Background: an optimization exercise with open tools, aiming at small area. Do not read the settings as production practice. At most, simulation tests tie the RTL to the original design; equivalence was not proved.

Setup of west:
==> flow/design.v <==
module apb_mem_slave #(
  parameter int ADDR_WIDTH  = 8,
  parameter int DATA_WIDTH  = 32,
  parameter int STRB_WIDTH  = DATA_WIDTH / 8,
  parameter int MEM_DEPTH   = 64,
  parameter int WAIT_STATES = 2
) (
  input  logic                  pclk,
  input  logic                  preset,
  input  logic [ADDR_WIDTH-1:0] paddr,
  input  logic                  psel,
  input  logic                  penable,
  input  logic                  pwrite,
  input  logic [DATA_WIDTH-1:0] pwdata,
  input  logic [STRB_WIDTH-1:0] pstrb,
  output logic [DATA_WIDTH-1:0] prdata,
  output logic                  pready,
  output logic                  pslverr
);
  localparam int NRING = MEM_DEPTH / 4;
  logic       acc1, acc2;           
  logic [1:0] rot;                  
  logic [1:0] clr_cnt;              
  logic       clearing;
  logic       in_rng;
  logic       wr_commit;
  logic       pend;                 
  logic       wr_act;
  logic       whit;
  logic [3:0] wi;                   
  logic [1:0] wlo;                  
  logic [DATA_WIDTH-1:0] wd;        
  logic [STRB_WIDTH-1:0] ws;        
  assign in_rng    = (paddr[7:6] == 2'b00);
  assign wr_commit = pready && psel && pwrite && in_rng;
  assign wr_act    = wr_commit || pend;
  assign clearing  = preset || (clr_cnt != 2'd0);
  assign whit      = wr_act && (wlo + rot + 2'd1 == 2'd0);
  logic [ADDR_WIDTH-1:0] ra, ta;
  logic                  in_acc, ta_rng;
  always_ff @(posedge pclk) ra <= paddr;
  assign in_acc  = acc1 || acc2 || pready;
  assign ta      = in_acc ? ra : paddr;
  assign ta_rng  = (ta[7:6] == 2'b00);
  assign pslverr = (ra[7:6] != 2'b00);
  always_ff @(posedge pclk) begin
    if (preset) begin
      acc1    <= 1'b0;
      acc2    <= 1'b0;
      pready  <= 1'b0;
      rot     <= '0;
      clr_cnt <= 2'd3;
      pend    <= 1'b0;
    end else begin
      acc1    <= psel && !penable;
      acc2    <= acc1 && psel;
      pready  <= acc2 && psel;
      rot     <= rot + 2'd1;
      if (clr_cnt != 2'd0) clr_cnt <= clr_cnt - 2'd1;
      pend    <= wr_act && !whit;
    end
  end
  localparam int WREG = 6 + DATA_WIDTH + STRB_WIDTH;
  logic [WREG-1:0] wreg, wreg_in, wreg_d;
  logic            acc2_n;
  assign acc2_n  = !acc2;
  assign wreg_in = {paddr[5:0], pwdata, pstrb};
  for (genvar k = 0; k < WREG; k++) begin : g_wreg
    apb_mem_slave_ao22 u_ld (
      .a1(wreg[k]), .a2(acc2_n), .b1(wreg_in[k]), .b2(acc2), .y(wreg_d[k])
    );
  end
  always_ff @(posedge pclk) wreg <= wreg_d;
  assign {wi, wlo, wd, ws} = wreg;
  logic [DATA_WIDTH-1:0] tapq [NRING];    
  for (genvar g = 0; g < NRING; g++) begin : g_ring
    logic [DATA_WIDTH-1:0] q0, q1, q2, q3;
    logic hit;
    assign hit = whit && (wi == 4'(g));
    for (genvar b = 0; b < STRB_WIDTH; b++) begin : g_byte
      logic [7:0] d;
      logic       wen, shf;
      assign wen = !clearing && hit && ws[b];
      assign shf = !clearing && !(hit && ws[b]);
      for (genvar k = 0; k < 8; k++) begin : g_bit
        apb_mem_slave_ao22 u_sel (
          .a1(q3[8*b + k]), .a2(shf), .b1(wd[8*b + k]), .b2(wen), .y(d[k])
        );
      end
      always_ff @(posedge pclk) q0[8*b +: 8] <= d;
    end
    always_ff @(posedge pclk) begin
      q1 <= q0;
      q2 <= q1;
      q3 <= q2;
    end
    assign tapq[g] = q0;
  end
  logic             at_tap;
  logic [NRING-1:0] rsel_n;
  logic             any_n, keep;
  logic [DATA_WIDTH-1:0] capn, cap_d;
  assign at_tap = ta_rng && (ta[1:0] + rot == 2'd0);
  always_comb begin
    for (int i = 0; i < NRING; i++) begin
      rsel_n[i] = !(at_tap && (ta[5:2] == 4'(i)));
    end
  end
  assign any_n = !at_tap;
  assign keep  = psel && !pready;
  for (genvar k = 0; k < DATA_WIDTH; k++) begin : g_rd
    logic [7:0] t;
    logic [3:0] u;
    logic       v;
    for (genvar j = 0; j < 8; j++) begin : g_pair
      apb_mem_slave_oai22 u_pair (
        .a1(tapq[2*j][k]), .a2(rsel_n[2*j]), .b1(tapq[2*j + 1][k]), .b2(rsel_n[2*j + 1]),
        .y(t[j])
      );
    end
    for (genvar j = 0; j < 4; j++) begin : g_nor
      apb_mem_slave_nor2 u_nor (.a(t[2*j]), .b(t[2*j + 1]), .y(u[j]));
    end
    apb_mem_slave_nand4 u_or (.a(u), .y(v));
    apb_mem_slave_o21ai u_out (.a1(v), .a2(any_n), .b1(capn[k]), .y(prdata[k]));
    apb_mem_slave_nand2 u_cap (.a(prdata[k]), .b(keep), .y(cap_d[k]));
  end
  always_ff @(posedge pclk) capn <= cap_d;
endmodule
module apb_mem_slave_ao22 (
  input  logic a1,
  input  logic a2,
  input  logic b1,
  input  logic b2,
  output logic y
);
  assign y = (a1 & a2) | (b1 & b2);
endmodule
module apb_mem_slave_oai22 (
  input  logic a1,
  input  logic a2,
  input  logic b1,
  input  logic b2,
  output logic y
);
  assign y = !((a1 | a2) & (b1 | b2));
endmodule
module apb_mem_slave_nor2 (
  input  logic a,
  input  logic b,
  output logic y
);
  assign y = !(a | b);
endmodule
module apb_mem_slave_nand4 (
  input  logic [3:0] a,
  output logic       y
);
  assign y = !(&a);
endmodule
module apb_mem_slave_o21ai (
  input  logic a1,
  input  logic a2,
  input  logic b1,
  output logic y
);
  assign y = !((a1 | a2) & b1);
endmodule
module apb_mem_slave_nand2 (
  input  logic a,
  input  logic b,
  output logic y
);
  assign y = !(a & b);
endmodule
==> flow/config.mk <==
export PLATFORM = sky130hd
export DESIGN_NAME = apb_mem_slave
export DESIGN_NICKNAME = apb_mem_slave
export VERILOG_FILES = /design/flow/design.v
export SDC_FILE = /design/flow/constraint.sdc
export NUM_CORES = 4
export LEC_CHECK = 0
export CAP_MARGIN = 10
export CORE_MARGIN = 2
export CORE_UTILIZATION = 55
export GPL_TIMING_DRIVEN = 1
export SLEW_MARGIN = 10
export SYNTH_HIERARCHICAL = 1
export SYNTH_MINIMUM_KEEP_SIZE = 0
==> flow/constraint.sdc <==
create_clock -name core_clock -period 5.0 [get_ports {pclk}]
set_input_delay 1.0000 -clock core_clock [delete_from_list [all_inputs] [get_ports {pclk}]]
set_output_delay 1.0000 -clock core_clock [all_outputs]
set_load 0.01 [all_outputs]
standard.sh (not shown) runs the stock make flow with config.mk's settings and CLKGATE_MAP_FILE= SYNTH_SCRIPT=/design/flow/synth_recipe.tcl, a recipe that flattens the netlist after the stock synthesis.
==> flow/flow/run.sh <==
#!/bin/bash
set -euo pipefail
export CTS_ARGS="-sink_clustering_enable -repair_clock_nets -dont_use_dummy_load -buf_list sky130_fd_sc_hd__clkbuf_4 -root_buf sky130_fd_sc_hd__clkbuf_16 -sink_clustering_size 11 -sink_clustering_max_diameter 40"
export BUFFER_PORTS_ARGS="-buffer_cell sky130_fd_sc_hd__buf_1"
bash standard.sh finish > standard.log 2>&1
west completed; timing, DRC and antenna clean
Input changes introduced in south (baseline for comparison: west):
-- flow/design.v --
<<< west, line 37
  assign clearing  = preset || (clr_cnt != 2'd0);
  assign whit      = wr_act && (wlo + rot + 2'd1 == 2'd0);
  logic [ADDR_WIDTH-1:0] ra, ta;
  logic                  in_acc, ta_rng;
  always_ff @(posedge pclk) ra <= paddr;
  assign in_acc  = acc1 || acc2 || pready;
  assign ta      = in_acc ? ra : paddr;
  assign ta_rng  = (ta[7:6] == 2'b00);
  assign pslverr = (ra[7:6] != 2'b00);
  always_ff @(posedge pclk) begin
    if (preset) begin
>>> south, line 37
  assign clearing  = preset || (clr_cnt != 2'd0);
  assign whit      = wr_act && (wlo + rot + 2'd1 == 2'd0);
  always_ff @(posedge pclk) pslverr <= !in_rng;
  always_ff @(posedge pclk) begin
    if (preset) begin
<<< west, line 101
  logic             any_n, keep;
  logic [DATA_WIDTH-1:0] capn, cap_d;
  assign at_tap = ta_rng && (ta[1:0] + rot == 2'd0);
  always_comb begin
    for (int i = 0; i < NRING; i++) begin
      rsel_n[i] = !(at_tap && (ta[5:2] == 4'(i)));
    end
  end
>>> south, line 95
  logic             any_n, keep;
  logic [DATA_WIDTH-1:0] capn, cap_d;
  assign at_tap = in_rng && (paddr[1:0] + rot == 2'd0);
  always_comb begin
    for (int i = 0; i < NRING; i++) begin
      rsel_n[i] = !(at_tap && (paddr[5:2] == 4'(i)));
    end
  end
Notes after the runs:
- Sort south and west by share of cells above drive strength 1, descending, and west comes first.
- Relative to west, hold slack has gone up in south.
- south against west: final cell count went down by 56, biggest cell delay along the critical path fell 0.08 ns, met1 wire length went down, sequential share of layout area higher.
- Comparing layout overhead on the synthesized area for south and west, the bigger number came from west.
- Compared with west, in south combined area of all synthesized cells shows no meaningful change; later-pin clock latency in the skew report shows no meaningful change.
- Setup slack: south more than west
- On worst slew margin relative to its limit: between south and west, it ends up lower for south.

---

Setup of the previous run:
RTL: the design.v shown in full above, as it stands there.
==> flow/config.mk <==
export PLATFORM = sky130hd
export DESIGN_NAME = apb_mem_slave
export DESIGN_NICKNAME = apb_mem_slave
export VERILOG_FILES = /design/flow/design.v
export SDC_FILE = /design/flow/constraint.sdc
export NUM_CORES = 4
export LEC_CHECK = 0
export CAP_MARGIN = 10
export CORE_MARGIN = 2
export CORE_UTILIZATION = 55
export GPL_TIMING_DRIVEN = 1
export SLEW_MARGIN = 10
export SYNTH_HIERARCHICAL = 1
export SYNTH_MINIMUM_KEEP_SIZE = 0
==> flow/constraint.sdc <==
create_clock -name core_clock -period 5.0 [get_ports {pclk}]
set_input_delay 1.0000 -clock core_clock [delete_from_list [all_inputs] [get_ports {pclk}]]
set_output_delay 1.0000 -clock core_clock [all_outputs]
set_load 0.01 [all_outputs]
==> flow/flow/run.sh <==
#!/bin/bash
set -euo pipefail
export CTS_ARGS="-sink_clustering_enable -repair_clock_nets -dont_use_dummy_load -buf_list sky130_fd_sc_hd__clkbuf_8 -root_buf sky130_fd_sc_hd__clkbuf_16 -sink_clustering_size 20 -sink_clustering_max_diameter 50"
export BUFFER_PORTS_ARGS="-buffer_cell sky130_fd_sc_hd__buf_1"
bash standard.sh finish > standard.log 2>&1
The previous run reached the final stage; the timing, design-rule and antenna checks on its layout passed.
Relative to the previous run, the following input files were edited for the current run:
--- a/flow/design.v
+++ b/flow/design.v
@@ -35,15 +35,9 @@
   assign wr_commit = pready && psel && pwrite && in_rng;
   assign wr_act    = wr_commit || pend;
   assign clearing  = preset || (clr_cnt != 2'd0);
   assign whit      = wr_act && (wlo + rot + 2'd1 == 2'd0);
-  logic [ADDR_WIDTH-1:0] ra, ta;
-  logic                  in_acc, ta_rng;
-  always_ff @(posedge pclk) ra <= paddr;
-  assign in_acc  = acc1 || acc2 || pready;
-  assign ta      = in_acc ? ra : paddr;
-  assign ta_rng  = (ta[7:6] == 2'b00);
-  assign pslverr = (ra[7:6] != 2'b00);
+  always_ff @(posedge pclk) pslverr <= !in_rng;
   always_ff @(posedge pclk) begin
     if (preset) begin
       acc1    <= 1'b0;
       acc2    <= 1'b0;
@@ -99,12 +93,12 @@
   logic             at_tap;
   logic [NRING-1:0] rsel_n;
   logic             any_n, keep;
   logic [DATA_WIDTH-1:0] capn, cap_d;
-  assign at_tap = ta_rng && (ta[1:0] + rot == 2'd0);
+  assign at_tap = in_rng && (paddr[1:0] + rot == 2'd0);
   always_comb begin
     for (int i = 0; i < NRING; i++) begin
-      rsel_n[i] = !(at_tap && (ta[5:2] == 4'(i)));
+      rsel_n[i] = !(at_tap && (paddr[5:2] == 4'(i)));
     end
   end
   assign any_n = !at_tap;
   assign keep  = psel && !pready;
==> comparison <==
Transition at the pin with the smallest max-transition slack (lower): the previous run. The standard cells in the current run occupy less silicon area than those in the previous run do. In the metrics for the previous run and the current run, the one carrying the lower clock buffer count from CTS is the previous run. Going from the previous run to the current run, count of multi-input gates down 15; synthesized area flat.

---

apb_mem_slave, a different RTL version from the one above (not shown whole).
Size: about 3500 cells after synthesis, roughly 53000 um2 of cells after synthesis.
==> module apb_mem_slave, before the edit <==
module apb_mem_slave #(
  parameter int ADDR_WIDTH  = 8,
  parameter int DATA_WIDTH  = 32,
  parameter int STRB_WIDTH  = DATA_WIDTH / 8,
  parameter int MEM_DEPTH   = 64,
  parameter int WAIT_STATES = 2
) (
  input  logic                  pclk,
  input  logic                  preset,
  input  logic [ADDR_WIDTH-1:0] paddr,
  input  logic                  psel,
  input  logic                  penable,
  input  logic                  pwrite,
  input  logic [DATA_WIDTH-1:0] pwdata,
  input  logic [STRB_WIDTH-1:0] pstrb,
  output logic [DATA_WIDTH-1:0] prdata,
  output logic                  pready,
  output logic                  pslverr
);
  localparam int NPORT = MEM_DEPTH / 4;
  logic       acc1, acc2;           
  logic [1:0] rlo;                  
  logic [3:0] rb;                   
  logic [5:0] rot;                  
  logic [1:0] clr_cnt;              
  logic       clearing;
  logic       in_rng;
  logic       wr_commit;
  logic       pend;                 
  logic       wr_act;
  logic [3:0] wi;                   
  logic [1:0] wlo;                  
  logic [DATA_WIDTH-1:0] wd;        
  logic [STRB_WIDTH-1:0] ws;        
  assign in_rng    = (paddr[7:6] == 2'b00);
  assign pslverr   = !in_rng;
  assign wr_commit = pready && psel && pwrite && in_rng;
  assign wr_act    = wr_commit || pend;
  assign clearing  = preset || (clr_cnt != 2'd0);
  logic [1:0] wph;
  logic       whit;
  assign rot  = {rb - 4'(rlo != 2'd0), rlo};
  assign wph  = wlo + rlo + 2'd1;
  assign whit = wr_act && (wph == 2'd0);
  always_ff @(posedge pclk) begin
    if (preset) begin
      acc1    <= 1'b0;
      acc2    <= 1'b0;
      pready  <= 1'b0;
      rlo     <= '0;
      rb      <= '0;
      clr_cnt <= 2'd3;
      pend    <= 1'b0;
    end else begin
      acc1    <= psel && !penable;
      acc2    <= acc1 && psel;
      pready  <= acc2 && psel;
      rlo     <= rlo + 2'd1;
      if (rlo == 2'd0) rb <= rb + 4'd1;
      if (clr_cnt != 2'd0) clr_cnt <= clr_cnt - 2'd1;
      pend    <= wr_act && !whit;
    end
  end
  always_ff @(posedge pclk) begin
    if (acc2) begin
      wi  <= 4'((paddr[5:0] + rot + 6'd5) >> 2);
      wlo <= paddr[1:0];
      wd <= pwdata;
      ws <= pstrb;
    end
  end
  logic [DATA_WIDTH-1:0] ring [MEM_DEPTH];
  for (genvar p = 0; p < MEM_DEPTH; p++) begin : g_pos
    if (p % 4 == 0) begin : g_port
      logic hit;
      assign hit = whit && (wi == 4'(p / 4));
      for (genvar b = 0; b < STRB_WIDTH; b++) begin : g_byte
        logic [7:0] q, d;
        logic       wen, shf;
        assign wen = !clearing && hit && ws[b];
        assign shf = !clearing && !(hit && ws[b]);
        for (genvar k = 0; k < 8; k++) begin : g_bit
          apb_mem_slave_ao22 u_sel (
            .a1(ring[(p + MEM_DEPTH - 1) % MEM_DEPTH][8*b + k]), .a2(shf),
            .b1(wd[8*b + k]), .b2(wen), .y(d[k])
          );
        end
        always_ff @(posedge pclk) q <= d;
        assign ring[p][8*b +: 8] = q;
      end
    end else begin : g_shift
      logic [DATA_WIDTH-1:0] q;
      always_ff @(posedge pclk) q <= ring[p - 1];
      assign ring[p] = q;
    end
  end
  logic [5:0]       rpos;
  logic [NPORT-1:0] rdec, rsel_now, rsel_nxt, rsel_r, rsel_n;
  logic             any_n, pen_n;
  logic [DATA_WIDTH-1:0] capn;
  logic       at_tap;
  logic [3:0] ridx;
  assign at_tap = in_rng && (paddr[1:0] + rlo == 2'd0);
  assign ridx   = paddr[5:2] + rb;
  assign rpos   = paddr[5:0] + rot;
  always_comb begin
    for (int i = 0; i < NPORT; i++) begin
      rdec[i]     = in_rng && (rpos[5:2] == 4'(i));
      rsel_now[i] = at_tap && (ridx == 4'(i));
      rsel_nxt[(i + 1) % NPORT] = rdec[i] && (rpos[1:0] == 2'd3);
    end
  end
  always_ff @(posedge pclk) rsel_r <= rsel_nxt;
  assign rsel_n = ~(penable ? rsel_r : rsel_now);
  assign any_n  = &rsel_n;
  assign pen_n  = !penable;
  logic [DATA_WIDTH-1:0] cap_d;
  for (genvar k = 0; k < DATA_WIDTH; k++) begin : g_rd
    logic [7:0] t;
    logic [3:0] u;
    logic       v;
    for (genvar j = 0; j < 8; j++) begin : g_pair
      apb_mem_slave_oai22 u_pair (
        .a1(ring[8*j][k]), .a2(rsel_n[2*j]), .b1(ring[8*j + 4][k]), .b2(rsel_n[2*j + 1]),
        .y(t[j])
      );
    end
    for (genvar j = 0; j < 4; j++) begin : g_nor
      apb_mem_slave_nor2 u_nor (.a(t[2*j]), .b(t[2*j + 1]), .y(u[j]));
    end
    apb_mem_slave_nand4 u_or (.a(u), .y(v));
    apb_mem_slave_o21ai u_out (.a1(v), .a2(any_n), .b1(capn[k]), .y(prdata[k]));
    apb_mem_slave_o22a u_cap (.a1(v), .a2(any_n), .b1(capn[k]), .b2(pen_n), .y(cap_d[k]));
  end
  always_ff @(posedge pclk) capn <= cap_d;
endmodule
clock: 5.0 ns
lec_check: 0
cap_margin: 20
core_margin: 2
core_utilization: 55
cts_cluster_diameter: 60
cts_cluster_size: 30
gpl_timing_driven: 1
slew_margin: 20
synth_hierarchical: 1
synth_minimum_keep_size: 0
run.sh (not shown) runs the stock make flow with config.mk's settings and CLKGATE_MAP_FILE= SYNTH_SCRIPT=/design/flow/synth_recipe.tcl, a recipe that flattens the netlist after the stock synthesis.
Stock flow here: none of the scripts above is used.
Change:
--- a/flow/design.v
+++ b/flow/design.v
@@ -20,6 +20,4 @@
   localparam int NPORT = MEM_DEPTH / 4;
   logic       acc1, acc2;           
-  logic [1:0] rlo;                  
-  logic [3:0] rb;                   
   logic [5:0] rot;                  
   logic [1:0] clr_cnt;              
@@ -40,6 +38,5 @@
   logic [1:0] wph;
   logic       whit;
-  assign rot  = {rb - 4'(rlo != 2'd0), rlo};
-  assign wph  = wlo + rlo + 2'd1;
+  assign wph  = wlo + rot[1:0] + 2'd1;
   assign whit = wr_act && (wph == 2'd0);
   always_ff @(posedge pclk) begin
@@ -48,6 +45,5 @@
       acc2    <= 1'b0;
       pready  <= 1'b0;
-      rlo     <= '0;
-      rb      <= '0;
+      rot     <= '0;
       clr_cnt <= 2'd3;
       pend    <= 1'b0;
@@ -56,6 +52,5 @@
       acc2    <= acc1 && psel;
       pready  <= acc2 && psel;
-      rlo     <= rlo + 2'd1;
-      if (rlo == 2'd0) rb <= rb + 4'd1;
+      rot     <= rot + 6'd1;
       if (clr_cnt != 2'd0) clr_cnt <= clr_cnt - 2'd1;
       pend    <= wr_act && !whit;
@@ -99,13 +94,9 @@
   logic             any_n, pen_n;
   logic [DATA_WIDTH-1:0] capn;
-  logic       at_tap;
-  logic [3:0] ridx;
-  assign at_tap = in_rng && (paddr[1:0] + rlo == 2'd0);
-  assign ridx   = paddr[5:2] + rb;
-  assign rpos   = paddr[5:0] + rot;
+  assign rpos = paddr[5:0] + rot;
   always_comb begin
     for (int i = 0; i < NPORT; i++) begin
       rdec[i]     = in_rng && (rpos[5:2] == 4'(i));
-      rsel_now[i] = at_tap && (ridx == 4'(i));
+      rsel_now[i] = rdec[i] && (rpos[1:0] == 2'd0);
       rsel_nxt[(i + 1) % NPORT] = rdec[i] && (rpos[1:0] == 2'd3);
     end
With this change the flow reached the layout checks and failed them: negative setup slack; global-route usage went up by 0.89 points; non-clock buffer count went up by 100; worst hold slack loses 0.0091 ns; cell count went up by 1.5%; area after synthesis hardly moves.
Function not checked in the second run of this note: the RTL went through the layout flow alone.

[port drivers added, routing unchanged]
The results above use ideal ports. As a check the final layouts listed here were re-extracted and re-timed, cells and wires unchanged. Step 1 sets driving cells, clkbuf_16 on the clock port and buf_2 on the other inputs (assumed; they add their load-dependent delay and slew). Step 2 moves the port delays by t, midway between the first and last clock arrival at a register: inputs arrive t later, outputs are due t later. That takes back most of the time a late clock gives input paths. a / b / c = ideal ports / drivers / drivers and shift; a / b = the first two.
run | t (ns) | setup slack, ns | hold slack, ns | worst setup path after step 2 | worst data-port slew with drivers (ns)
west | 0.834 | 0.139 / 0.074 / 0.504 | 0.241 / 0.241 / 0.241 | input to output | 0.13
south | 0.851 | 0.225 / 0.140 / 0.140 | 0.253 / 0.253 / 0.253 | input to output | 0.15
the previous run | 0.758 | 0.088 / 0.016 / 0.443 | 0.287 / 0.287 / 0.287 | input to output | 0.12
the current run | 0.764 | 0.175 / 0.079 / 0.079 | 0.269 / 0.269 / 0.269 | input to output | 0.15
the first run of note 3 | 0.785 | 0.064 / 0.048 / 0.048 | 0.318 / 0.318 / 0.318 | input to output | 0.04
the second run of note 3 | 0.782 | -0.096 / -0.127 / -0.784 | 0.309 / 0.309 / 0.309 | input to register | 0.04
For the second run of note 3, which loses most, drivers alone change the setup slack by -0.031 ns; drivers and shift together by -0.688 ns.
